From an optimization exercise on the open Yosys and OpenROAD flow, aimed at small area, a short achievable clock period and few clock cycles per item; shortcuts taken in it are not production practice. The RTL was checked by simulation tests, not by an equivalence proof against the original design.

==> design.v <==
`default_nettype none
package nn_pkg;
  localparam int n_in  = 4;
  localparam int n_hid = 3;
  localparam int n_w1  = n_in * n_hid;
endpackage
`default_nettype wire
`timescale 1ns/1ps
`default_nettype none
module nn_ctrl (
  input  wire                                  clk,
  input  wire                                  rst_n,
  input  wire                                  in_valid_d,
  output logic [nn_pkg::n_in-1:0]              k_next,      
  output logic                                 l2_next,     
  output logic                                 first_next,  
  output logic                                 fresh_next,  
  output logic                                 l2,          
  output logic                                 rot_d,       
  output logic                                 out_valid
);
  typedef enum logic [2:0] {
    st_idle,
    st_burst,
    st_slow,
    st_l2,
    st_out
  } state_t;
  state_t     state;
  logic [2:0] cnt;      
  logic [2:0] sstep;    
  logic [3:0] k_n;      
  logic       first_n;
  logic       l2_n;
  logic       rot_n;
  logic       l2_go;
  always_comb begin
    k_n     = 4'b0000;
    first_n = 1'b1;
    l2_n    = 1'b0;
    case (state)
      st_idle: begin
        k_n = 4'b0001;
      end
      st_burst: begin
        case (cnt)
          3'd1:    begin k_n = 4'b0010; first_n = 1'b0; end
          3'd2:    begin k_n = 4'b0100; first_n = 1'b0; end
          3'd3:    begin k_n = 4'b1000; first_n = 1'b0; end
          3'd4:    l2_n = 1'b1;
          default: begin end
        endcase
      end
      st_slow: begin
        first_n = (sstep == 3'd0) || (sstep == 3'd4);
        case (sstep)
          3'd0:    k_n = 4'b0001;
          3'd1:    k_n = 4'b0010;
          3'd2:    k_n = 4'b0100;
          3'd3:    k_n = 4'b1000;
          default: l2_n = 1'b1;
        endcase
      end
      default: begin
      end
    endcase
  end
  always_comb begin
    l2_go   = 1'b0;
    rot_n   = 1'b0;
    case (state)
      st_burst: begin
        if (!in_valid_d) begin
          if (cnt == 3'd4) l2_go = 1'b1;
          else             rot_n = 1'b1;
        end
      end
      st_slow: begin
        rot_n = (sstep < 3'd3);
        l2_go = (sstep == 3'd4);
      end
      default: begin
      end
    endcase
  end
  always_ff @(posedge clk or negedge rst_n) begin
    if (!rst_n) begin
      state <= st_idle;
      cnt   <= '0;
      sstep <= '0;
    end else begin
      case (state)
        st_idle: begin
          if (in_valid_d) begin
            state <= st_burst;
            cnt   <= 3'd1;
          end
        end
        st_burst: begin
          if (in_valid_d) begin
            if (cnt != 3'd5) cnt <= cnt + 3'd1;
          end else if (cnt == 3'd4) begin
            state <= st_l2;
          end else begin
            state <= st_slow;
            sstep <= '0;
          end
        end
        st_slow: begin
          sstep <= sstep + 3'd1;
          if (sstep == 3'd4) state <= st_l2;
        end
        st_l2: begin
          state <= st_out;
        end
        default: begin
          state <= st_idle;
        end
      endcase
    end
  end
  assign k_next     = k_n;
  assign l2_next    = l2_n;
  assign first_next = first_n;
  assign fresh_next = (state == st_idle) || (state == st_burst);
  always_ff @(posedge clk or negedge rst_n) begin
    if (!rst_n) begin
      l2        <= 1'b0;
      rot_d     <= 1'b0;
      out_valid <= 1'b0;
    end else begin
      l2        <= l2_go;
      rot_d     <= rot_n;
      out_valid <= (state == st_l2);
    end
  end
endmodule
`default_nettype wire
`timescale 1ns/1ps
`default_nettype none
module nn_operand_store #(
  parameter int data_w = 16
) (
  input  wire                                         clk,
  input  wire                                         rst_n,
  input  wire                                         in_valid_w1,
  input  wire                                         in_valid_w2,
  input  wire                                         in_valid_d,
  input  wire                                         rot_d,
  input  wire  [data_w-1:0]                           weight1,
  input  wire  [data_w-1:0]                           weight2,
  input  wire  [data_w-1:0]                           data_point,
  output logic [nn_pkg::n_w1-1:0][data_w-1:0]         w1,
  output logic [nn_pkg::n_hid-1:0][data_w-1:0]        w2,
  output logic [nn_pkg::n_in-1:0][data_w-1:0]         d,
  output logic [nn_pkg::n_w1-1:0]                     w1_ok,
  output logic [nn_pkg::n_hid-1:0]                    w2_ok,
  output logic [nn_pkg::n_in-1:0]                     d_ok,
  output logic                                        d3_ok_hold,  
  output logic [data_w-1:0]                           d3_next      
);
  assign d3_next = in_valid_d ? data_point : (rot_d ? d[0] : d[nn_pkg::n_in-1]);
  assign d3_ok_hold = rot_d ? d_ok[0] : d_ok[nn_pkg::n_in-1];
  always_ff @(posedge clk) begin
    if (in_valid_w1) begin
      w1 <= {weight1, w1[nn_pkg::n_w1-1:1]};
    end
  end
  always_ff @(posedge clk) begin
    if (in_valid_w2) begin
      w2 <= {weight2, w2[nn_pkg::n_hid-1:1]};
    end
  end
  always_ff @(posedge clk) begin
    if (in_valid_d || rot_d) begin
      d <= {d3_next, d[nn_pkg::n_in-1:1]};
    end
  end
  always_ff @(posedge clk or negedge rst_n) begin
    if (!rst_n) begin
      w1_ok <= '0;
      w2_ok <= '0;
      d_ok  <= '0;
    end else begin
      if (in_valid_w1) begin
        w1_ok <= {1'b1, w1_ok[nn_pkg::n_w1-1:1]};
      end
      if (in_valid_w2) begin
        w2_ok <= {1'b1, w2_ok[nn_pkg::n_hid-1:1]};
      end
      if (in_valid_d || rot_d) begin
        d_ok <= {(in_valid_d | d_ok[0]), d_ok[nn_pkg::n_in-1:1]};
      end
    end
  end
endmodule
`default_nettype wire
`timescale 1ns/1ps
`default_nettype none
module nn_mac_lane #(
  parameter int data_w = 16,
  parameter int lane   = 0
) (
  input  wire                                 clk,
  input  wire                                 rst_n,
  input  wire  [nn_pkg::n_in-1:0]             k_next,
  input  wire                                 l2_next,
  input  wire                                 x_ok_next,
  input  wire  [data_w-1:0]                   x_next,
  input  wire                                 first_next,
  input  wire                                 l2,
  input  wire  [nn_pkg::n_w1-1:0][data_w-1:0] w1,
  input  wire  [nn_pkg::n_w1-1:0]             w1_ok,
  input  wire  [data_w-1:0]                   w2,
  input  wire                                 w2_ok,
  output logic [data_w-1:0]                   p     
);
  logic [data_w-1:0] w_n;
  logic [7:0]        one_n, two_n, neg_n;
  logic [7:0]        one, two, neg;
  logic [data_w-1:0] m;
  logic [data_w-1:0] acc;
  logic [data_w-1:0] nxt;
  always_comb begin
    w_n = l2_next && w2_ok ? w2 : '0;
    for (int i = 0; i < nn_pkg::n_in; i++) begin
      if (k_next[i] && x_ok_next && w1_ok[lane*nn_pkg::n_in + i]) begin
        w_n = w_n | w1[lane*nn_pkg::n_in + i];
      end
    end
  end
  nn_booth_enc u_enc (
    .x   (w_n),
    .one (one_n),
    .two (two_n),
    .neg (neg_n)
  );
  always_ff @(posedge clk) begin
    one <= one_n;
    two <= two_n;
    neg <= neg_n;
    m   <= l2_next ? nxt : x_next;
  end
  nn_mul_add u_mul (
    .one (one),
    .two (two),
    .neg (neg),
    .w   (m),
    .add (acc),
    .y   (nxt)
  );
  always_ff @(posedge clk) begin
    acc <= first_next ? '0 : nxt;
  end
  always_ff @(posedge clk or negedge rst_n) begin
    if (!rst_n) begin
      p <= '0;
    end else begin
      p <= (l2 && !m[data_w-1]) ? nxt : '0;
    end
  end
endmodule
module nn_mul_add (input wire [7:0] one, input wire [7:0] two, input wire [7:0] neg, input wire [15:0] w, input wire [15:0] add, output wire [15:0] y);
  wire b_one0 = one[0];
  wire b_two0 = two[0];
  wire b_neg0 = neg[0];
  wire pp0_0 = ((b_one0 & w[0])) ^ b_neg0;
  wire pp0_1 = ((b_one0 & w[1]) | (b_two0 & w[0])) ^ b_neg0;
  wire pp0_2 = ((b_one0 & w[2]) | (b_two0 & w[1])) ^ b_neg0;
  wire pp0_3 = ((b_one0 & w[3]) | (b_two0 & w[2])) ^ b_neg0;
  wire pp0_4 = ((b_one0 & w[4]) | (b_two0 & w[3])) ^ b_neg0;
  wire pp0_5 = ((b_one0 & w[5]) | (b_two0 & w[4])) ^ b_neg0;
  wire pp0_6 = ((b_one0 & w[6]) | (b_two0 & w[5])) ^ b_neg0;
  wire pp0_7 = ((b_one0 & w[7]) | (b_two0 & w[6])) ^ b_neg0;
  wire pp0_8 = ((b_one0 & w[8]) | (b_two0 & w[7])) ^ b_neg0;
  wire pp0_9 = ((b_one0 & w[9]) | (b_two0 & w[8])) ^ b_neg0;
  wire pp0_10 = ((b_one0 & w[10]) | (b_two0 & w[9])) ^ b_neg0;
  wire pp0_11 = ((b_one0 & w[11]) | (b_two0 & w[10])) ^ b_neg0;
  wire pp0_12 = ((b_one0 & w[12]) | (b_two0 & w[11])) ^ b_neg0;
  wire pp0_13 = ((b_one0 & w[13]) | (b_two0 & w[12])) ^ b_neg0;
  wire pp0_14 = ((b_one0 & w[14]) | (b_two0 & w[13])) ^ b_neg0;
  wire pp0_15 = ((b_one0 & w[15]) | (b_two0 & w[14])) ^ b_neg0;
  wire pp0_16 = ((b_one0 & w[15]) | (b_two0 & w[15])) ^ b_neg0;
  wire pp0_16n = ~pp0_16;
  wire b_one1 = one[1];
  wire b_two1 = two[1];
  wire b_neg1 = neg[1];
  wire pp1_0 = ((b_one1 & w[0])) ^ b_neg1;
  wire pp1_1 = ((b_one1 & w[1]) | (b_two1 & w[0])) ^ b_neg1;
  wire pp1_2 = ((b_one1 & w[2]) | (b_two1 & w[1])) ^ b_neg1;
  wire pp1_3 = ((b_one1 & w[3]) | (b_two1 & w[2])) ^ b_neg1;
  wire pp1_4 = ((b_one1 & w[4]) | (b_two1 & w[3])) ^ b_neg1;
  wire pp1_5 = ((b_one1 & w[5]) | (b_two1 & w[4])) ^ b_neg1;
  wire pp1_6 = ((b_one1 & w[6]) | (b_two1 & w[5])) ^ b_neg1;
  wire pp1_7 = ((b_one1 & w[7]) | (b_two1 & w[6])) ^ b_neg1;
  wire pp1_8 = ((b_one1 & w[8]) | (b_two1 & w[7])) ^ b_neg1;
  wire pp1_9 = ((b_one1 & w[9]) | (b_two1 & w[8])) ^ b_neg1;
  wire pp1_10 = ((b_one1 & w[10]) | (b_two1 & w[9])) ^ b_neg1;
  wire pp1_11 = ((b_one1 & w[11]) | (b_two1 & w[10])) ^ b_neg1;
  wire pp1_12 = ((b_one1 & w[12]) | (b_two1 & w[11])) ^ b_neg1;
  wire pp1_13 = ((b_one1 & w[13]) | (b_two1 & w[12])) ^ b_neg1;
  wire pp1_14 = ((b_one1 & w[14]) | (b_two1 & w[13])) ^ b_neg1;
  wire pp1_15 = ((b_one1 & w[15]) | (b_two1 & w[14])) ^ b_neg1;
  wire pp1_16 = ((b_one1 & w[15]) | (b_two1 & w[15])) ^ b_neg1;
  wire pp1_16n = ~pp1_16;
  wire b_one2 = one[2];
  wire b_two2 = two[2];
  wire b_neg2 = neg[2];
  wire pp2_0 = ((b_one2 & w[0])) ^ b_neg2;
  wire pp2_1 = ((b_one2 & w[1]) | (b_two2 & w[0])) ^ b_neg2;
  wire pp2_2 = ((b_one2 & w[2]) | (b_two2 & w[1])) ^ b_neg2;
  wire pp2_3 = ((b_one2 & w[3]) | (b_two2 & w[2])) ^ b_neg2;
  wire pp2_4 = ((b_one2 & w[4]) | (b_two2 & w[3])) ^ b_neg2;
  wire pp2_5 = ((b_one2 & w[5]) | (b_two2 & w[4])) ^ b_neg2;
  wire pp2_6 = ((b_one2 & w[6]) | (b_two2 & w[5])) ^ b_neg2;
  wire pp2_7 = ((b_one2 & w[7]) | (b_two2 & w[6])) ^ b_neg2;
  wire pp2_8 = ((b_one2 & w[8]) | (b_two2 & w[7])) ^ b_neg2;
  wire pp2_9 = ((b_one2 & w[9]) | (b_two2 & w[8])) ^ b_neg2;
  wire pp2_10 = ((b_one2 & w[10]) | (b_two2 & w[9])) ^ b_neg2;
  wire pp2_11 = ((b_one2 & w[11]) | (b_two2 & w[10])) ^ b_neg2;
  wire pp2_12 = ((b_one2 & w[12]) | (b_two2 & w[11])) ^ b_neg2;
  wire pp2_13 = ((b_one2 & w[13]) | (b_two2 & w[12])) ^ b_neg2;
  wire pp2_14 = ((b_one2 & w[14]) | (b_two2 & w[13])) ^ b_neg2;
  wire pp2_15 = ((b_one2 & w[15]) | (b_two2 & w[14])) ^ b_neg2;
  wire pp2_16 = ((b_one2 & w[15]) | (b_two2 & w[15])) ^ b_neg2;
  wire pp2_16n = ~pp2_16;
  wire b_one3 = one[3];
  wire b_two3 = two[3];
  wire b_neg3 = neg[3];
  wire pp3_0 = ((b_one3 & w[0])) ^ b_neg3;
  wire pp3_1 = ((b_one3 & w[1]) | (b_two3 & w[0])) ^ b_neg3;
  wire pp3_2 = ((b_one3 & w[2]) | (b_two3 & w[1])) ^ b_neg3;
  wire pp3_3 = ((b_one3 & w[3]) | (b_two3 & w[2])) ^ b_neg3;
  wire pp3_4 = ((b_one3 & w[4]) | (b_two3 & w[3])) ^ b_neg3;
  wire pp3_5 = ((b_one3 & w[5]) | (b_two3 & w[4])) ^ b_neg3;
  wire pp3_6 = ((b_one3 & w[6]) | (b_two3 & w[5])) ^ b_neg3;
  wire pp3_7 = ((b_one3 & w[7]) | (b_two3 & w[6])) ^ b_neg3;
  wire pp3_8 = ((b_one3 & w[8]) | (b_two3 & w[7])) ^ b_neg3;
  wire pp3_9 = ((b_one3 & w[9]) | (b_two3 & w[8])) ^ b_neg3;
  wire pp3_10 = ((b_one3 & w[10]) | (b_two3 & w[9])) ^ b_neg3;
  wire pp3_11 = ((b_one3 & w[11]) | (b_two3 & w[10])) ^ b_neg3;
  wire pp3_12 = ((b_one3 & w[12]) | (b_two3 & w[11])) ^ b_neg3;
  wire pp3_13 = ((b_one3 & w[13]) | (b_two3 & w[12])) ^ b_neg3;
  wire pp3_14 = ((b_one3 & w[14]) | (b_two3 & w[13])) ^ b_neg3;
  wire pp3_15 = ((b_one3 & w[15]) | (b_two3 & w[14])) ^ b_neg3;
  wire pp3_16 = ((b_one3 & w[15]) | (b_two3 & w[15])) ^ b_neg3;
  wire pp3_16n = ~pp3_16;
  wire b_one4 = one[4];
  wire b_two4 = two[4];
  wire b_neg4 = neg[4];
  wire pp4_0 = ((b_one4 & w[0])) ^ b_neg4;
  wire pp4_1 = ((b_one4 & w[1]) | (b_two4 & w[0])) ^ b_neg4;
  wire pp4_2 = ((b_one4 & w[2]) | (b_two4 & w[1])) ^ b_neg4;
  wire pp4_3 = ((b_one4 & w[3]) | (b_two4 & w[2])) ^ b_neg4;
  wire pp4_4 = ((b_one4 & w[4]) | (b_two4 & w[3])) ^ b_neg4;
  wire pp4_5 = ((b_one4 & w[5]) | (b_two4 & w[4])) ^ b_neg4;
  wire pp4_6 = ((b_one4 & w[6]) | (b_two4 & w[5])) ^ b_neg4;
  wire pp4_7 = ((b_one4 & w[7]) | (b_two4 & w[6])) ^ b_neg4;
  wire pp4_8 = ((b_one4 & w[8]) | (b_two4 & w[7])) ^ b_neg4;
  wire pp4_9 = ((b_one4 & w[9]) | (b_two4 & w[8])) ^ b_neg4;
  wire pp4_10 = ((b_one4 & w[10]) | (b_two4 & w[9])) ^ b_neg4;
  wire pp4_11 = ((b_one4 & w[11]) | (b_two4 & w[10])) ^ b_neg4;
  wire pp4_12 = ((b_one4 & w[12]) | (b_two4 & w[11])) ^ b_neg4;
  wire pp4_13 = ((b_one4 & w[13]) | (b_two4 & w[12])) ^ b_neg4;
  wire pp4_14 = ((b_one4 & w[14]) | (b_two4 & w[13])) ^ b_neg4;
  wire pp4_15 = ((b_one4 & w[15]) | (b_two4 & w[14])) ^ b_neg4;
  wire b_one5 = one[5];
  wire b_two5 = two[5];
  wire b_neg5 = neg[5];
  wire pp5_0 = ((b_one5 & w[0])) ^ b_neg5;
  wire pp5_1 = ((b_one5 & w[1]) | (b_two5 & w[0])) ^ b_neg5;
  wire pp5_2 = ((b_one5 & w[2]) | (b_two5 & w[1])) ^ b_neg5;
  wire pp5_3 = ((b_one5 & w[3]) | (b_two5 & w[2])) ^ b_neg5;
  wire pp5_4 = ((b_one5 & w[4]) | (b_two5 & w[3])) ^ b_neg5;
  wire pp5_5 = ((b_one5 & w[5]) | (b_two5 & w[4])) ^ b_neg5;
  wire pp5_6 = ((b_one5 & w[6]) | (b_two5 & w[5])) ^ b_neg5;
  wire pp5_7 = ((b_one5 & w[7]) | (b_two5 & w[6])) ^ b_neg5;
  wire pp5_8 = ((b_one5 & w[8]) | (b_two5 & w[7])) ^ b_neg5;
  wire pp5_9 = ((b_one5 & w[9]) | (b_two5 & w[8])) ^ b_neg5;
  wire pp5_10 = ((b_one5 & w[10]) | (b_two5 & w[9])) ^ b_neg5;
  wire pp5_11 = ((b_one5 & w[11]) | (b_two5 & w[10])) ^ b_neg5;
  wire pp5_12 = ((b_one5 & w[12]) | (b_two5 & w[11])) ^ b_neg5;
  wire pp5_13 = ((b_one5 & w[13]) | (b_two5 & w[12])) ^ b_neg5;
  wire b_one6 = one[6];
  wire b_two6 = two[6];
  wire b_neg6 = neg[6];
  wire pp6_0 = ((b_one6 & w[0])) ^ b_neg6;
  wire pp6_1 = ((b_one6 & w[1]) | (b_two6 & w[0])) ^ b_neg6;
  wire pp6_2 = ((b_one6 & w[2]) | (b_two6 & w[1])) ^ b_neg6;
  wire pp6_3 = ((b_one6 & w[3]) | (b_two6 & w[2])) ^ b_neg6;
  wire pp6_4 = ((b_one6 & w[4]) | (b_two6 & w[3])) ^ b_neg6;
  wire pp6_5 = ((b_one6 & w[5]) | (b_two6 & w[4])) ^ b_neg6;
  wire pp6_6 = ((b_one6 & w[6]) | (b_two6 & w[5])) ^ b_neg6;
  wire pp6_7 = ((b_one6 & w[7]) | (b_two6 & w[6])) ^ b_neg6;
  wire pp6_8 = ((b_one6 & w[8]) | (b_two6 & w[7])) ^ b_neg6;
  wire pp6_9 = ((b_one6 & w[9]) | (b_two6 & w[8])) ^ b_neg6;
  wire pp6_10 = ((b_one6 & w[10]) | (b_two6 & w[9])) ^ b_neg6;
  wire pp6_11 = ((b_one6 & w[11]) | (b_two6 & w[10])) ^ b_neg6;
  wire b_one7 = one[7];
  wire b_two7 = two[7];
  wire b_neg7 = neg[7];
  wire pp7_0 = ((b_one7 & w[0])) ^ b_neg7;
  wire pp7_1 = ((b_one7 & w[1]) | (b_two7 & w[0])) ^ b_neg7;
  wire pp7_2 = ((b_one7 & w[2]) | (b_two7 & w[1])) ^ b_neg7;
  wire pp7_3 = ((b_one7 & w[3]) | (b_two7 & w[2])) ^ b_neg7;
  wire pp7_4 = ((b_one7 & w[4]) | (b_two7 & w[3])) ^ b_neg7;
  wire pp7_5 = ((b_one7 & w[5]) | (b_two7 & w[4])) ^ b_neg7;
  wire pp7_6 = ((b_one7 & w[6]) | (b_two7 & w[5])) ^ b_neg7;
  wire pp7_7 = ((b_one7 & w[7]) | (b_two7 & w[6])) ^ b_neg7;
  wire pp7_8 = ((b_one7 & w[8]) | (b_two7 & w[7])) ^ b_neg7;
  wire pp7_9 = ((b_one7 & w[9]) | (b_two7 & w[8])) ^ b_neg7;
  wire s1 = b_neg7 ^ add[6];
  wire c2 = b_neg7 & add[6];
  wire s3 = add[7] ^ pp0_15;
  wire c4 = add[7] & pp0_15;
  wire s5 = add[8] ^ pp0_16;
  wire c6 = add[8] & pp0_16;
  wire s7 = add[9] ^ pp0_16;
  wire c8 = add[9] & pp0_16;
  wire s9 = add[10] ^ pp0_16n;
  wire c10 = add[10] & pp0_16n;
  wire s11 = b_neg4 ^ add[0];
  wire c12 = b_neg4 & add[0];
  wire s13 = add[1] ^ pp0_9;
  wire c14 = add[1] & pp0_9;
  wire s15 = b_neg5 ^ add[2] ^ pp0_10;
  wire c16 = (b_neg5 & add[2]) | (b_neg5 & pp0_10) | (add[2] & pp0_10);
  wire s17 = pp1_8 ^ pp2_6;
  wire c18 = pp1_8 & pp2_6;
  wire s19 = add[3] ^ pp0_11 ^ pp1_9;
  wire c20 = (add[3] & pp0_11) | (add[3] & pp1_9) | (pp0_11 & pp1_9);
  wire s21 = pp2_7 ^ pp3_5;
  wire c22 = pp2_7 & pp3_5;
  wire s23 = b_neg6 ^ add[4] ^ pp0_12;
  wire c24 = (b_neg6 & add[4]) | (b_neg6 & pp0_12) | (add[4] & pp0_12);
  wire s25 = pp1_10 ^ pp2_8 ^ pp3_6;
  wire c26 = (pp1_10 & pp2_8) | (pp1_10 & pp3_6) | (pp2_8 & pp3_6);
  wire s27 = pp4_4 ^ pp5_2;
  wire c28 = pp4_4 & pp5_2;
  wire s29 = add[5] ^ pp0_13 ^ pp1_11;
  wire c30 = (add[5] & pp0_13) | (add[5] & pp1_11) | (pp0_13 & pp1_11);
  wire s31 = pp2_9 ^ pp3_7 ^ pp4_5;
  wire c32 = (pp2_9 & pp3_7) | (pp2_9 & pp4_5) | (pp3_7 & pp4_5);
  wire s33 = pp5_3 ^ pp6_1;
  wire c34 = pp5_3 & pp6_1;
  wire s35 = pp0_14 ^ pp1_12 ^ pp2_10;
  wire c36 = (pp0_14 & pp1_12) | (pp0_14 & pp2_10) | (pp1_12 & pp2_10);
  wire s37 = pp3_8 ^ pp4_6 ^ pp5_4;
  wire c38 = (pp3_8 & pp4_6) | (pp3_8 & pp5_4) | (pp4_6 & pp5_4);
  wire s39 = pp6_2 ^ pp7_0 ^ s1;
  wire c40 = (pp6_2 & pp7_0) | (pp6_2 & s1) | (pp7_0 & s1);
  wire s41 = pp1_13 ^ pp2_11 ^ pp3_9;
  wire c42 = (pp1_13 & pp2_11) | (pp1_13 & pp3_9) | (pp2_11 & pp3_9);
  wire s43 = pp4_7 ^ pp5_5 ^ pp6_3;
  wire c44 = (pp4_7 & pp5_5) | (pp4_7 & pp6_3) | (pp5_5 & pp6_3);
  wire s45 = pp7_1 ^ c2 ^ s3;
  wire c46 = (pp7_1 & c2) | (pp7_1 & s3) | (c2 & s3);
  wire s47 = pp1_14 ^ pp2_12 ^ pp3_10;
  wire c48 = (pp1_14 & pp2_12) | (pp1_14 & pp3_10) | (pp2_12 & pp3_10);
  wire s49 = pp4_8 ^ pp5_6 ^ pp6_4;
  wire c50 = (pp4_8 & pp5_6) | (pp4_8 & pp6_4) | (pp5_6 & pp6_4);
  wire s51 = pp7_2 ^ c4 ^ s5;
  wire c52 = (pp7_2 & c4) | (pp7_2 & s5) | (c4 & s5);
  wire s53 = pp1_15 ^ pp2_13 ^ pp3_11;
  wire c54 = (pp1_15 & pp2_13) | (pp1_15 & pp3_11) | (pp2_13 & pp3_11);
  wire s55 = pp4_9 ^ pp5_7 ^ pp6_5;
  wire c56 = (pp4_9 & pp5_7) | (pp4_9 & pp6_5) | (pp5_7 & pp6_5);
  wire s57 = pp7_3 ^ c6 ^ s7;
  wire c58 = (pp7_3 & c6) | (pp7_3 & s7) | (c6 & s7);
  wire s59 = pp1_16n ^ pp2_14 ^ pp3_12;
  wire c60 = (pp1_16n & pp2_14) | (pp1_16n & pp3_12) | (pp2_14 & pp3_12);
  wire s61 = pp4_10 ^ pp5_8 ^ pp6_6;
  wire c62 = (pp4_10 & pp5_8) | (pp4_10 & pp6_6) | (pp5_8 & pp6_6);
  wire s63 = pp7_4 ^ c8 ^ s9;
  wire c64 = (pp7_4 & c8) | (pp7_4 & s9) | (c8 & s9);
  wire s65 = 1'b1 ^ add[11] ^ pp2_15;
  wire c66 = (1'b1 & add[11]) | (1'b1 & pp2_15) | (add[11] & pp2_15);
  wire s67 = pp3_13 ^ pp4_11 ^ pp5_9;
  wire c68 = (pp3_13 & pp4_11) | (pp3_13 & pp5_9) | (pp4_11 & pp5_9);
  wire s69 = pp6_7 ^ pp7_5 ^ c10;
  wire c70 = (pp6_7 & pp7_5) | (pp6_7 & c10) | (pp7_5 & c10);
  wire s71 = add[12] ^ pp2_16n ^ pp3_14;
  wire c72 = (add[12] & pp2_16n) | (add[12] & pp3_14) | (pp2_16n & pp3_14);
  wire s73 = pp4_12 ^ pp5_10 ^ pp6_8;
  wire c74 = (pp4_12 & pp5_10) | (pp4_12 & pp6_8) | (pp5_10 & pp6_8);
  wire s75 = 1'b1 ^ add[13] ^ pp3_15;
  wire c76 = (1'b1 & add[13]) | (1'b1 & pp3_15) | (add[13] & pp3_15);
  wire s77 = pp4_13 ^ pp5_11;
  wire c78 = pp4_13 & pp5_11;
  wire s79 = add[14] ^ pp3_16n ^ pp4_14;
  wire c80 = (add[14] & pp3_16n) | (add[14] & pp4_14) | (pp3_16n & pp4_14);
  wire s81 = 1'b1 ^ add[15];
  wire c82 = 1'b1 & add[15];
  wire s83 = b_neg3 ^ pp0_6;
  wire c84 = b_neg3 & pp0_6;
  wire s85 = pp0_7 ^ pp1_5;
  wire c86 = pp0_7 & pp1_5;
  wire s87 = pp0_8 ^ pp1_6 ^ pp2_4;
  wire c88 = (pp0_8 & pp1_6) | (pp0_8 & pp2_4) | (pp1_6 & pp2_4);
  wire s89 = pp3_2 ^ pp4_0;
  wire c90 = pp3_2 & pp4_0;
  wire s91 = pp1_7 ^ pp2_5 ^ pp3_3;
  wire c92 = (pp1_7 & pp2_5) | (pp1_7 & pp3_3) | (pp2_5 & pp3_3);
  wire s93 = pp4_1 ^ c12 ^ s13;
  wire c94 = (pp4_1 & c12) | (pp4_1 & s13) | (c12 & s13);
  wire s95 = pp3_4 ^ pp4_2 ^ pp5_0;
  wire c96 = (pp3_4 & pp4_2) | (pp3_4 & pp5_0) | (pp4_2 & pp5_0);
  wire s97 = c14 ^ s17 ^ s15;
  wire c98 = (c14 & s17) | (c14 & s15) | (s17 & s15);
  wire s99 = pp4_3 ^ pp5_1 ^ c18;
  wire c100 = (pp4_3 & pp5_1) | (pp4_3 & c18) | (pp5_1 & c18);
  wire s101 = s21 ^ c16 ^ s19;
  wire c102 = (s21 & c16) | (s21 & s19) | (c16 & s19);
  wire s103 = pp6_0 ^ c22 ^ s27;
  wire c104 = (pp6_0 & c22) | (pp6_0 & s27) | (c22 & s27);
  wire s105 = c20 ^ s23 ^ s25;
  wire c106 = (c20 & s23) | (c20 & s25) | (s23 & s25);
  wire s107 = c28 ^ s33 ^ c24;
  wire c108 = (c28 & s33) | (c28 & c24) | (s33 & c24);
  wire s109 = c26 ^ s29 ^ s31;
  wire c110 = (c26 & s29) | (c26 & s31) | (s29 & s31);
  wire s111 = c34 ^ c30 ^ c32;
  wire c112 = (c34 & c30) | (c34 & c32) | (c30 & c32);
  wire s113 = s35 ^ s37 ^ s39;
  wire c114 = (s35 & s37) | (s35 & s39) | (s37 & s39);
  wire s115 = c36 ^ c38 ^ s41;
  wire c116 = (c36 & c38) | (c36 & s41) | (c38 & s41);
  wire s117 = s43 ^ c40 ^ s45;
  wire c118 = (s43 & c40) | (s43 & s45) | (c40 & s45);
  wire s119 = c42 ^ c44 ^ s47;
  wire c120 = (c42 & c44) | (c42 & s47) | (c44 & s47);
  wire s121 = s49 ^ c46 ^ s51;
  wire c122 = (s49 & c46) | (s49 & s51) | (c46 & s51);
  wire s123 = c48 ^ c50 ^ s53;
  wire c124 = (c48 & c50) | (c48 & s53) | (c50 & s53);
  wire s125 = s55 ^ c52 ^ s57;
  wire c126 = (s55 & c52) | (s55 & s57) | (c52 & s57);
  wire s127 = c54 ^ c56 ^ s59;
  wire c128 = (c54 & c56) | (c54 & s59) | (c56 & s59);
  wire s129 = s61 ^ c58 ^ s63;
  wire c130 = (s61 & c58) | (s61 & s63) | (c58 & s63);
  wire s131 = c60 ^ c62 ^ s65;
  wire c132 = (c60 & c62) | (c60 & s65) | (c62 & s65);
  wire s133 = s67 ^ c64 ^ s69;
  wire c134 = (s67 & c64) | (s67 & s69) | (c64 & s69);
  wire s135 = pp7_6 ^ c66 ^ c68;
  wire c136 = (pp7_6 & c66) | (pp7_6 & c68) | (c66 & c68);
  wire s137 = s71 ^ s73 ^ c70;
  wire c138 = (s71 & s73) | (s71 & c70) | (s73 & c70);
  wire s139 = pp6_9 ^ pp7_7 ^ s77;
  wire c140 = (pp6_9 & pp7_7) | (pp6_9 & s77) | (pp7_7 & s77);
  wire s141 = c72 ^ c74 ^ s75;
  wire c142 = (c72 & c74) | (c72 & s75) | (c74 & s75);
  wire s143 = pp5_12 ^ pp6_10 ^ pp7_8;
  wire c144 = (pp5_12 & pp6_10) | (pp5_12 & pp7_8) | (pp6_10 & pp7_8);
  wire s145 = c78 ^ c76 ^ s79;
  wire c146 = (c78 & c76) | (c78 & s79) | (c76 & s79);
  wire s147 = pp4_15 ^ pp5_13 ^ pp6_11;
  wire c148 = (pp4_15 & pp5_13) | (pp4_15 & pp6_11) | (pp5_13 & pp6_11);
  wire s149 = pp7_9 ^ s81 ^ c80;
  wire c150 = (pp7_9 & s81) | (pp7_9 & c80) | (s81 & c80);
  wire s151 = b_neg2 ^ pp0_4;
  wire c152 = b_neg2 & pp0_4;
  wire s153 = pp0_5 ^ pp1_3;
  wire c154 = pp0_5 & pp1_3;
  wire s155 = pp1_4 ^ pp2_2 ^ pp3_0;
  wire c156 = (pp1_4 & pp2_2) | (pp1_4 & pp3_0) | (pp2_2 & pp3_0);
  wire s157 = pp2_3 ^ pp3_1 ^ c84;
  wire c158 = (pp2_3 & pp3_1) | (pp2_3 & c84) | (pp3_1 & c84);
  wire s159 = c86 ^ s11 ^ s89;
  wire c160 = (c86 & s11) | (c86 & s89) | (s11 & s89);
  wire s161 = c90 ^ c88 ^ s91;
  wire c162 = (c90 & c88) | (c90 & s91) | (c88 & s91);
  wire s163 = c92 ^ s95 ^ c94;
  wire c164 = (c92 & s95) | (c92 & c94) | (s95 & c94);
  wire s165 = c96 ^ s99 ^ c98;
  wire c166 = (c96 & s99) | (c96 & c98) | (s99 & c98);
  wire s167 = c100 ^ s103 ^ c102;
  wire c168 = (c100 & s103) | (c100 & c102) | (s103 & c102);
  wire s169 = c104 ^ c106 ^ s107;
  wire c170 = (c104 & c106) | (c104 & s107) | (c106 & s107);
  wire s171 = c108 ^ c110 ^ s111;
  wire c172 = (c108 & c110) | (c108 & s111) | (c110 & s111);
  wire s173 = c112 ^ s115 ^ c114;
  wire c174 = (c112 & s115) | (c112 & c114) | (s115 & c114);
  wire s175 = c116 ^ s119 ^ c118;
  wire c176 = (c116 & s119) | (c116 & c118) | (s119 & c118);
  wire s177 = c120 ^ s123 ^ c122;
  wire c178 = (c120 & s123) | (c120 & c122) | (s123 & c122);
  wire s179 = c124 ^ s127 ^ c126;
  wire c180 = (c124 & s127) | (c124 & c126) | (s127 & c126);
  wire s181 = c128 ^ s131 ^ c130;
  wire c182 = (c128 & s131) | (c128 & c130) | (s131 & c130);
  wire s183 = c132 ^ s135 ^ c134;
  wire c184 = (c132 & s135) | (c132 & c134) | (s135 & c134);
  wire s185 = c136 ^ s139 ^ s141;
  wire c186 = (c136 & s139) | (c136 & s141) | (s139 & s141);
  wire s187 = s143 ^ c140 ^ c142;
  wire c188 = (s143 & c140) | (s143 & c142) | (c140 & c142);
  wire s189 = c144 ^ s147 ^ c146;
  wire c190 = (c144 & s147) | (c144 & c146) | (s147 & c146);
  wire s191 = b_neg1 ^ pp0_2;
  wire c192 = b_neg1 & pp0_2;
  wire s193 = pp0_3 ^ pp1_1;
  wire c194 = pp0_3 & pp1_1;
  wire s195 = pp1_2 ^ pp2_0 ^ s151;
  wire c196 = (pp1_2 & pp2_0) | (pp1_2 & s151) | (pp2_0 & s151);
  wire s197 = pp2_1 ^ c152 ^ s153;
  wire c198 = (pp2_1 & c152) | (pp2_1 & s153) | (c152 & s153);
  wire s199 = c154 ^ s83 ^ s155;
  wire c200 = (c154 & s83) | (c154 & s155) | (s83 & s155);
  wire s201 = s85 ^ c156 ^ s157;
  wire c202 = (s85 & c156) | (s85 & s157) | (c156 & s157);
  wire s203 = s87 ^ c158 ^ s159;
  wire c204 = (s87 & c158) | (s87 & s159) | (c158 & s159);
  wire s205 = c160 ^ s93 ^ s161;
  wire c206 = (c160 & s93) | (c160 & s161) | (s93 & s161);
  wire s207 = c162 ^ s97 ^ s163;
  wire c208 = (c162 & s97) | (c162 & s163) | (s97 & s163);
  wire s209 = s101 ^ c164 ^ s165;
  wire c210 = (s101 & c164) | (s101 & s165) | (c164 & s165);
  wire s211 = s105 ^ c166 ^ s167;
  wire c212 = (s105 & c166) | (s105 & s167) | (c166 & s167);
  wire s213 = s109 ^ c168 ^ s169;
  wire c214 = (s109 & c168) | (s109 & s169) | (c168 & s169);
  wire s215 = c170 ^ s113 ^ s171;
  wire c216 = (c170 & s113) | (c170 & s171) | (s113 & s171);
  wire s217 = c172 ^ s117 ^ s173;
  wire c218 = (c172 & s117) | (c172 & s173) | (s117 & s173);
  wire s219 = s121 ^ c174 ^ s175;
  wire c220 = (s121 & c174) | (s121 & s175) | (c174 & s175);
  wire s221 = s125 ^ c176 ^ s177;
  wire c222 = (s125 & c176) | (s125 & s177) | (c176 & s177);
  wire s223 = s129 ^ c178 ^ s179;
  wire c224 = (s129 & c178) | (s129 & s179) | (c178 & s179);
  wire s225 = s133 ^ c180 ^ s181;
  wire c226 = (s133 & c180) | (s133 & s181) | (c180 & s181);
  wire s227 = s137 ^ s183 ^ c182;
  wire c228 = (s137 & s183) | (s137 & c182) | (s183 & c182);
  wire s229 = c138 ^ s185 ^ c184;
  wire c230 = (c138 & s185) | (c138 & c184) | (s185 & c184);
  wire s231 = s145 ^ s187 ^ c186;
  wire c232 = (s145 & s187) | (s145 & c186) | (s187 & c186);
  wire s233 = s149 ^ c188 ^ s189;
  wire c234 = (s149 & c188) | (s149 & s189) | (c188 & s189);
  wire [23:0] ra = {c232, s231, s229, c226, c224, c222, c220, c218, c216, c214, c212, c210, c208, c206, c204, c202, c200, c198, c196, c194, c192, pp1_0, pp0_1, b_neg0};
  wire [23:0] rb = {s233, c230, c228, s227, s225, s223, s221, s219, s217, s215, s213, s211, s209, s207, s205, s203, s201, s199, s197, s195, s193, s191, 1'b0, pp0_0};
  wire [23:0] sum = ra + rb;
  assign y = sum[23:8];
endmodule
module nn_booth_enc (input wire [15:0] x, output wire [7:0] one, output wire [7:0] two, output wire [7:0] neg);
  assign one[0] = x[0] ^ 1'b0;
  assign two[0] = (x[1] & ~x[0] & ~1'b0) | (~x[1] & x[0] & 1'b0);
  assign neg[0] = x[1];
  assign one[1] = x[2] ^ x[1];
  assign two[1] = (x[3] & ~x[2] & ~x[1]) | (~x[3] & x[2] & x[1]);
  assign neg[1] = x[3];
  assign one[2] = x[4] ^ x[3];
  assign two[2] = (x[5] & ~x[4] & ~x[3]) | (~x[5] & x[4] & x[3]);
  assign neg[2] = x[5];
  assign one[3] = x[6] ^ x[5];
  assign two[3] = (x[7] & ~x[6] & ~x[5]) | (~x[7] & x[6] & x[5]);
  assign neg[3] = x[7];
  assign one[4] = x[8] ^ x[7];
  assign two[4] = (x[9] & ~x[8] & ~x[7]) | (~x[9] & x[8] & x[7]);
  assign neg[4] = x[9];
  assign one[5] = x[10] ^ x[9];
  assign two[5] = (x[11] & ~x[10] & ~x[9]) | (~x[11] & x[10] & x[9]);
  assign neg[5] = x[11];
  assign one[6] = x[12] ^ x[11];
  assign two[6] = (x[13] & ~x[12] & ~x[11]) | (~x[13] & x[12] & x[11]);
  assign neg[6] = x[13];
  assign one[7] = x[14] ^ x[13];
  assign two[7] = (x[15] & ~x[14] & ~x[13]) | (~x[15] & x[14] & x[13]);
  assign neg[7] = x[15];
endmodule
`default_nettype wire
`timescale 1ns/1ps
`default_nettype none
module nn_hidden_layer #(
  parameter int data_w = 16
) (
  input  wire                                          clk,
  input  wire                                          rst_n,
  input  wire  [nn_pkg::n_in-1:0]                      k_next,
  input  wire                                          l2_next,
  input  wire                                          x_ok_next,
  input  wire                                          first_next,
  input  wire                                          l2,
  input  wire  [data_w-1:0]                            x_next,
  input  wire  [nn_pkg::n_w1-1:0][data_w-1:0]          w1,
  input  wire  [nn_pkg::n_w1-1:0]                      w1_ok,
  input  wire  [nn_pkg::n_hid-1:0][data_w-1:0]         w2,
  input  wire  [nn_pkg::n_hid-1:0]                     w2_ok,
  output logic [nn_pkg::n_hid-1:0][data_w-1:0]         p
);
  for (genvar lane = 0; lane < nn_pkg::n_hid; lane++) begin : g_lane
    nn_mac_lane #(
      .data_w (data_w),
      .lane   (lane)
    ) u_lane (
      .clk       (clk),
      .rst_n     (rst_n),
      .k_next    (k_next),
      .l2_next   (l2_next),
      .x_ok_next (x_ok_next),
      .first_next (first_next),
      .l2        (l2),
      .x_next    (x_next),
      .w1        (w1),
      .w1_ok     (w1_ok),
      .w2        (w2[lane]),
      .w2_ok     (w2_ok[lane]),
      .p         (p[lane])
    );
  end
endmodule
`default_nettype wire
`timescale 1ns/1ps
`default_nettype none
module nn_output_neuron #(
  parameter int data_w = 16
) (
  input  wire  [nn_pkg::n_hid-1:0][data_w-1:0]         p,
  output logic [data_w-1:0]                            out
);
  localparam int lv = $clog2(data_w);
  logic [data_w-1:0] a, b;             
  logic [data_w-1:0] g [0:lv];         
  logic [data_w-1:0] t [0:lv];         
  assign a = p[0] ^ p[1] ^ p[2];
  assign b = {((p[0][data_w-2:0] & p[1][data_w-2:0]) |
               (p[0][data_w-2:0] & p[2][data_w-2:0]) |
               (p[1][data_w-2:0] & p[2][data_w-2:0])), 1'b0};
  assign g[0] = a & b;
  assign t[0] = a ^ b;
  for (genvar l = 0; l < lv; l++) begin : g_lvl
    for (genvar i = 0; i < data_w; i++) begin : g_bit
      if ((i >> l) % 2 == 1) begin : g_join
        localparam int j = ((i >> l) << l) - 1;
        assign g[l+1][i] = g[l][i] | (t[l][i] & g[l][j]);
        assign t[l+1][i] = t[l][i] & t[l][j];
      end else begin : g_pass
        assign g[l+1][i] = g[l][i];
        assign t[l+1][i] = t[l][i];
      end
    end
  end
  assign out = t[0] ^ {g[lv][data_w-2:0], 1'b0};
endmodule
`default_nettype wire
`timescale 1ns/1ps
`default_nettype none
module nn_top #(
  parameter int data_w = 16,
  parameter int frac_w = 8
) (
  input  wire                clk,
  input  wire                rst_n,
  input  wire                in_valid_w1,
  input  wire                in_valid_w2,
  input  wire                in_valid_d,
  input  wire  [data_w-1:0]  weight1,
  input  wire  [data_w-1:0]  weight2,
  input  wire  [data_w-1:0]  data_point,
  output logic               out_valid,
  output logic [data_w-1:0]  out
);
  logic                                  first_next;
  logic                                  fresh_next;
  logic                                  d3_ok_hold;
  logic [nn_pkg::n_in-1:0]               k_next;
  logic                                  l2_next;
  logic [nn_pkg::n_w1-1:0]               w1_ok;
  logic [nn_pkg::n_hid-1:0]              w2_ok;
  logic [nn_pkg::n_in-1:0]               d_ok;
  logic                                  l2;
  logic                                  rot_d;
  logic [nn_pkg::n_w1-1:0][data_w-1:0]   w1;
  logic [nn_pkg::n_hid-1:0][data_w-1:0]  w2;
  logic [nn_pkg::n_in-1:0][data_w-1:0]   d;
  logic [nn_pkg::n_hid-1:0][data_w-1:0]  p;
  logic [data_w-1:0]                     d3_next;
  nn_ctrl u_ctrl (
    .clk        (clk),
    .rst_n      (rst_n),
    .in_valid_d (in_valid_d),
    .k_next     (k_next),
    .l2_next    (l2_next),
    .first_next (first_next),
    .fresh_next (fresh_next),
    .l2         (l2),
    .rot_d      (rot_d),
    .out_valid  (out_valid)
  );
  nn_operand_store #(
    .data_w (data_w)
  ) u_store (
    .clk         (clk),
    .rst_n       (rst_n),
    .in_valid_w1 (in_valid_w1),
    .in_valid_w2 (in_valid_w2),
    .in_valid_d  (in_valid_d),
    .rot_d       (rot_d),
    .weight1     (weight1),
    .weight2     (weight2),
    .data_point  (data_point),
    .w1          (w1),
    .w2          (w2),
    .d           (d),
    .w1_ok       (w1_ok),
    .w2_ok       (w2_ok),
    .d_ok        (d_ok),
    .d3_ok_hold  (d3_ok_hold),
    .d3_next     (d3_next)
  );
  nn_hidden_layer #(
    .data_w (data_w)
  ) u_hidden (
    .clk       (clk),
    .rst_n     (rst_n),
    .k_next    (k_next),
    .l2_next   (l2_next),
    .x_ok_next (fresh_next | d3_ok_hold),
    .first_next (first_next),
    .l2        (l2),
    .x_next    (d3_next),
    .w1        (w1),
    .w1_ok     (w1_ok),
    .w2        (w2),
    .w2_ok     (w2_ok),
    .p         (p)
  );
  nn_output_neuron #(
    .data_w (data_w)
  ) u_output (
    .p     (p),
    .out   (out)
  );
endmodule
`default_nettype wire
==> flow/run.sh <==
#!/bin/bash
set -euo pipefail
M=7.0
R=orfs/results/sky130hd/nn_top/base
bash standard.sh SETUP_SLACK_MARGIN=$M synth > synth_flow.log 2>&1
python3 flow/fa_polarity.py $R/1_2_yosys.v $R/1_2_yosys_fapol.v > fa_polarity.log 2>&1
cp $R/1_2_yosys.v $R/1_2_yosys_orig.v
mv $R/1_2_yosys_fapol.v $R/1_2_yosys.v
rm -f $R/1_synth.odb $R/1_synth.sdc
bash standard.sh SETUP_SLACK_MARGIN=$M finish > standard_flow.log 2>&1
==> flow/fa_polarity.py <==
#!/usr/bin/env python3
"""Remove inverters around full-adder cells by choosing each full adder's
polarity: a full adder with all three inputs inverted gives both outputs
inverted, so FA(~a,~b,~c) = (~s, ~co). Rewrites a Yosys-written netlist of
standard cells; registers and all other cells are left as they are.

usage: fa_polarity.py in.v out.v"""
import re, sys

INV = re.compile(r"sky130_fd_sc_hd__(inv|clkinv)_\d+$")
FA = re.compile(r"sky130_fd_sc_hd__fa_\d+$")

src = open(sys.argv[1]).read()
m = re.search(r"^module .*?;\n", src, re.S | re.M)
cell_re = re.compile(r"^  (sky130_fd_sc_hd__\w+) (\S+)\s+\((.*?)\n  \);\n", re.S | re.M)
pin_re = re.compile(r"\.(\w+)\((.*?)\)(?:,|\s*$)", re.M)

cells = []
for cm in cell_re.finditer(src):
    typ, name, body = cm.group(1), cm.group(2), cm.group(3)
    pins = [(p, n.strip()) for p, n in pin_re.findall(body)]
    cells.append([typ, name, pins, cm.start(), cm.end()])

OUTS = {"X", "Y", "Q", "Q_N", "SUM", "COUT", "HI", "LO"}
ports_out = set()
for pm in re.finditer(r"^  output (?:\[(\d+):(\d+)\] )?(\S+);", src, re.M):
    if pm.group(1):
        for i in range(int(pm.group(2)), int(pm.group(1)) + 1):
            ports_out.add(f"{pm.group(3)}[{i}]")
    else:
        ports_out.add(pm.group(3))

driver = {}
for ci, c in enumerate(cells):
    for p, n in c[2]:
        if p in OUTS:
            driver[n] = (ci, p)

def is_inv(ci):
    return INV.match(cells[ci][0]) is not None

# removable inverters: not driving a port
inv_out = {}
for ci, c in enumerate(cells):
    if is_inv(ci):
        a = dict(c[2])["A"]; y = dict(c[2])["Y"]
        if y not in ports_out:
            inv_out[y] = a

def base(n):
    pol = 0
    while n in inv_out:
        n = inv_out[n]; pol ^= 1
    return n, pol

fa_ids = [ci for ci, c in enumerate(cells) if FA.match(c[0])]
fa_set = set(fa_ids)
# consumers: (cell index, pin, base net, polarity needed w.r.t. true base signal)
cons = {}      # base -> list of [ci, pin, pol]
for ci, c in enumerate(cells):
    if ci in inv_out.values():
        pass
    if is_inv(ci) and dict(c[2])["Y"] in inv_out:
        continue
    for p, n in c[2]:
        if p in OUTS:
            continue
        b, pol = base(n)
        cons.setdefault(b, []).append([ci, p, pol])
# port outputs driven directly by a net also count as consumers (fixed)
flip = {ci: 0 for ci in fa_ids}
out_of = {}    # base net -> FA index if driven by an FA output
for ci in fa_ids:
    for p, n in cells[ci][2]:
        if p in ("SUM", "COUT"):
            out_of[n] = ci

def need_inv(b):
    """1 if some consumer of base b needs the polarity the wire lacks."""
    wire_pol = flip.get(out_of.get(b), 0) if b in out_of else 0
    for ci, p, pol in cons.get(b, []):
        q = pol ^ (flip[ci] if ci in fa_set else 0)
        if q != wire_pol:
            return 1
    return 0

def nets_of(ci):
    s = set()
    for p, n in cells[ci][2]:
        if p in OUTS:
            s.add(n)
        else:
            s.add(base(n)[0])
    return s

total = sum(need_inv(b) for b in cons)
print(f"fa_polarity: {len(fa_ids)} full adders, {sum(1 for c in range(len(cells)) if is_inv(c))} inverters, {total} needed before", file=sys.stderr)
changed = True
it = 0
while changed and it < 50:
    changed = False; it += 1
    for ci in fa_ids:
        ns = nets_of(ci)
        before = sum(need_inv(b) for b in ns)
        flip[ci] ^= 1
        after = sum(need_inv(b) for b in ns)
        if after < before:
            changed = True
        else:
            flip[ci] ^= 1
total = sum(need_inv(b) for b in cons)
print(f"fa_polarity: {sum(flip.values())} flipped, {total} inverters needed after", file=sys.stderr)

# rewrite: wire of base b carries b ^ wire_pol; make an inverted copy where needed
new_pins = {ci: dict(c[2]) for ci, c in enumerate(cells)}
extra = []
k = 0
for b, lst in cons.items():
    wire_pol = flip.get(out_of.get(b), 0) if b in out_of else 0
    inv_net = None
    for ci, p, pol in lst:
        q = pol ^ (flip[ci] if ci in fa_set else 0)
        if q == wire_pol:
            new_pins[ci][p] = b
        else:
            if inv_net is None:
                k += 1
                inv_net = f"_fapol_{k}_"
                extra.append((b, inv_net, k))
            new_pins[ci][p] = inv_net

def esc(n):
    return n + " " if n.startswith("\\") else n

drop = set(ci for ci, c in enumerate(cells) if is_inv(ci) and dict(c[2])["Y"] in inv_out)
out = []
pos = 0
for ci, c in enumerate(cells):
    out.append(src[pos:c[3]])
    pos = c[4]
    if ci in drop:
        continue
    pins = c[2]
    body = ",\n".join(f"    .{p}({esc(new_pins[ci][p])})" for p, _ in pins)
    out.append(f"  {c[0]} {c[1]} (\n{body}\n  );\n")
tail = src[pos:]
ins = "".join(f"  sky130_fd_sc_hd__inv_1 _fapol_inv_{k}_ (\n    .A({esc(b)}),\n    .Y({n})\n  );\n" for b, n, k in extra)
decl = "".join(f"  wire {n};\n" for b, n, k in extra)
text = "".join(out)
# declare new wires after the module header's port declarations
hdr_end = text.index("\n", text.index("module ")) + 1
text = text[:hdr_end] + decl + text[hdr_end:]
tail = tail.replace("endmodule", ins + "endmodule", 1)
open(sys.argv[2], "w").write(text + tail)
==> standard.sh <==
#!/bin/bash
# synth_recipe.tcl (not shown) runs the flow's synth.tcl, then flattens the netlist and writes it again
# the make line also repeats each setting of config.mk as NAME=value (left out here)
make -C /OpenROAD-flow-scripts/flow DESIGN_CONFIG=/design/flow/config.mk WORK_HOME=/design/flow/orfs CLKGATE_MAP_FILE= SYNTH_SCRIPT=/design/flow/synth_recipe.tcl "${@:-finish}"
==> config.mk <==
export PLATFORM = sky130hd
export DESIGN_NAME = nn_top
export DESIGN_NICKNAME = nn_top
export VERILOG_FILES = /design/flow/design.v
export SDC_FILE = /design/flow/constraint.sdc
export NUM_CORES = 4
export LEC_CHECK = 0
export CAP_MARGIN = 20
export CORE_MARGIN = 2
export CORE_UTILIZATION = 40
export SLEW_MARGIN = 20
==> constraint.sdc <==
create_clock -name core_clock -period 12.0 [get_ports {clk}]
set_input_delay 2.4000 -clock core_clock [delete_from_list [all_inputs] [get_ports {clk}]]
set_output_delay 2.4000 -clock core_clock [all_outputs]
set_load 0.01 [all_outputs]
==> run summary <==
total iterations of the first detailed-routing run 8; area of the die 89800 um^2; post-detailed-route DRC marker count 0; final HPWL from detailed placement 68300 um; vias per cell 5.63; post-synthesis net count 3493; number of antenna violations at the first check in global routing 6; Tightest Pin Transition 1140 ps; CTS sink cnt 551; start point of the worst min-delay path u_store.d[24]; first-pass GRT wire length 146000 um; final weighted congestion of routability-driven global placement 0.910; CTS tree built; number of hold-slack violations in the final timing report 0; met3 routing resource usage after global routing 2.33%; fill cell instance count of the final layout 7866; Clock Latency Late Sink 660 ps; global-route met2 utilization 33.2%; relative slew slack 24.0%; final count of pins violating max slew 0; Critical Path Source Type flop; layout overhead on the synthesized area 13.3%; data arrival time of the critical path 3290 ps; class of the most critical hold timing path reg2reg; Synth Instances 2999; FF/Latch Area 14800 um^2; buffer levels on the longest clock path 3; maximum clock skew at final layout 60.3 ps; Worst Setup Path Type reg2out; Site Rows 108; cts bufs inserted 57; worst reg2reg endpoint u_hidden.g_lane[0].u_lane.m[15]; Final ANT Viol Nets 0; total of max-cap violations 0; effective utilization at floorplan 40.3%; Root Buffer clkbuf_16; total number of nets in the final design 3460; Yosys warning total 8; hold depth 0; launching point of the worst reg2reg path u_hidden.g_lane[0].u_lane.one[0]; length in cells of the worst reg-to-reg path 16; Tmin final 5690 ps; Die X-Extent 300 um; final setup violation count 0; Antenna Diode Count 0; period utilization 47.4%; count of buffers from port buffering 69; quantity of hold-fixing buffers added after cts 0; total routing resource utilization after global routing 20.9%; R2R Setup Slk 7130 ps; grt peak-use layer met2; placeable core region 86800 um^2; clock transition time at the flip-flop clock pins of the worst setup and hold paths 60 ps; fraction of met1 tracks used by global routing 29.4%; area used by multi-input combinational logic 19600 um^2; drt wl/cell 22.5 um; Total Wirelength 94000 um; Starting DRT DRC Count 2359; I/O pins 70; unrepaired setup endpoints after global routing yes; layout cells sized above 1 13.8%; Sum Neg Setup Slack 0 ps; residual overflow from global routing 0; result of the run timing/DRC/antenna clean; worst hold path endpoint u_store.d[8]; via count 23500; pin count of the biggest net entering global routing 78; vias in the first global route 24400; chip height 300 um; average size of a mapped cell 11.7 um^2; CP Capture Type output port; endpoint required time on the critical path 9600 ps; Max Clk Rate 176 MHz; maximum level of the CTS H-tree 2; synthesized cell area 35000 um^2; CP Max Fanout 3
[cell usage in the layout (no fill, tap or decap), types with 10 or more instances in the layout]
master	count
mux2i_1	40
xnor2_1	317
a222oi_1	24
a21o_1	23
nand2b_1	49
nor2_1	128
inv_1	174
dfxtp_4	71
buf_4	55
a21oi_1	63
clkbuf_8	10
dfrtp_1	79
dfxtp_1	59
o211ai_1	22
fa_1	281
o21ai_0	86
a22oi_2	16
a22oi_1	352
and2_1	13
mux2_2	13
edfxtp_1	304
clkdlybuf4s50_1	52
or2_2	13
nand2_1	142
nor3_1	18
clkbuf_16	61
o21a_1	13
clkbuf_1	14
clkinv_2	10
buf_2	11
nand3_1	15
ha_1	139
fa_2	10
dfxtp_2	38
xor2_1	115
[stage by stage]
stage | instance area [um^2] | util [%] | std cells | hold WS [ps] | worst slack, ps
2_1_floorplan | 35000 | - | 2999 | 400 | 7020
3_3_place_gp | 36300 | 41.9 | 4013 | 403 | 6040
3_5_place_dp | 36300 | 41.9 | 4014 | 407 | 6080
4_1_cts | 38900 | 44.8 | 4136 | 376 | 6220
5_1_grt | 39600 | 45.7 | 4170 | 393 | 6170
6_report | 39600 | 45.7 | 4170 | 383 | 6310
[layout make-up]
class	instances	share of cell area [%]
clock buffers	84	4.29
clock inverters	24	0.723
inverters	175	1.66
multi-input cells	2047	49.5
flip-flops and latches	551	37.3
well taps	1155	3.64
repair buffers	134	2.92
[worst max path at each step]
stage / end / startpoint / cells past startpoint
finish: out[9] / u_hidden.g_lane[0].u_lane.p[5] / 9
global route: out[13] / u_hidden.g_lane[2].u_lane.p[2] / 13
CTS: out[9] / u_hidden.g_lane[2].u_lane.p[2] / 10
detailed placement: out[15] / u_hidden.g_lane[0].u_lane.p[2] / 11
global placement: out[15] / u_hidden.g_lane[0].u_lane.p[2] / 11
floorplan: u_hidden.g_lane[2].u_lane.m[15] / u_hidden.g_lane[2].u_lane.neg[2] / 16
[sequential cells by signal, summed over array words and instances, names as in the netlist, 3 cells and up]
register,flops
u_hidden.g_lane.u_lane.p,48
u_store.d,64
u_store.w1,192
u_store.w2_ok,3
u_ctrl.sstep,3
u_store.d_ok,4
u_hidden.g_lane.u_lane.m,48
u_hidden.g_lane.u_lane.one,24
u_hidden.g_lane.u_lane.acc,48
u_hidden.g_lane.u_lane.neg,24
u_ctrl.state,3
u_store.w2,48
u_ctrl.cnt,3
u_hidden.g_lane.u_lane.two,24
u_store.w1_ok,12
[critical path: stages (launching register included)]
cell	delay (ps)
dfrtp_1	380
fa_1	480
ha_1	390
o21a_1	240
o21ai_2	160
a21oi_4	60
or2_4	260
fa_2	380
xor2_4	200
buf_6	130
[timing repair]
item,CTS,global route
pin swaps,20,21
endpoints found under the setup margin,111,95
buffers inserted,14,34
resized for setup,220,147
[per-layer routing]
metal / wire (um) / share of wire, %
met1: 40700 / 43
met2: 43600 / 46
met3: 5700 / 6.1
met4: 3980 / 4.2
met5: 0 / 0
Testbench counts, summed over its fixed seeds: cycles 22,400, inferences 3,200.

-- separate check: timing with driven ports --
How much do the figures lean on ideal ports? The routed layout below was timed once more, with nothing changed but the port constraints. Step 1: set_driving_cell puts a clkbuf_16 on clk and a buf_2 on each other input, an assumption about the parent block. Step 2 also shifts input and output timing later by t, the mid clock arrival at the registers, as if the neighbouring blocks saw the same clock. Slacks: ideal / step 1 / step 2; pairs: ideal / step 1.
t, ns: 0.690
setup WS [ns]: 6.315 / 6.256 / 6.943
cell pins on the clock port's net: 1
After both steps this run still meets setup and hold. The setup slack of this run moves by -0.059 ns with the drivers and by +0.628 ns with both steps.
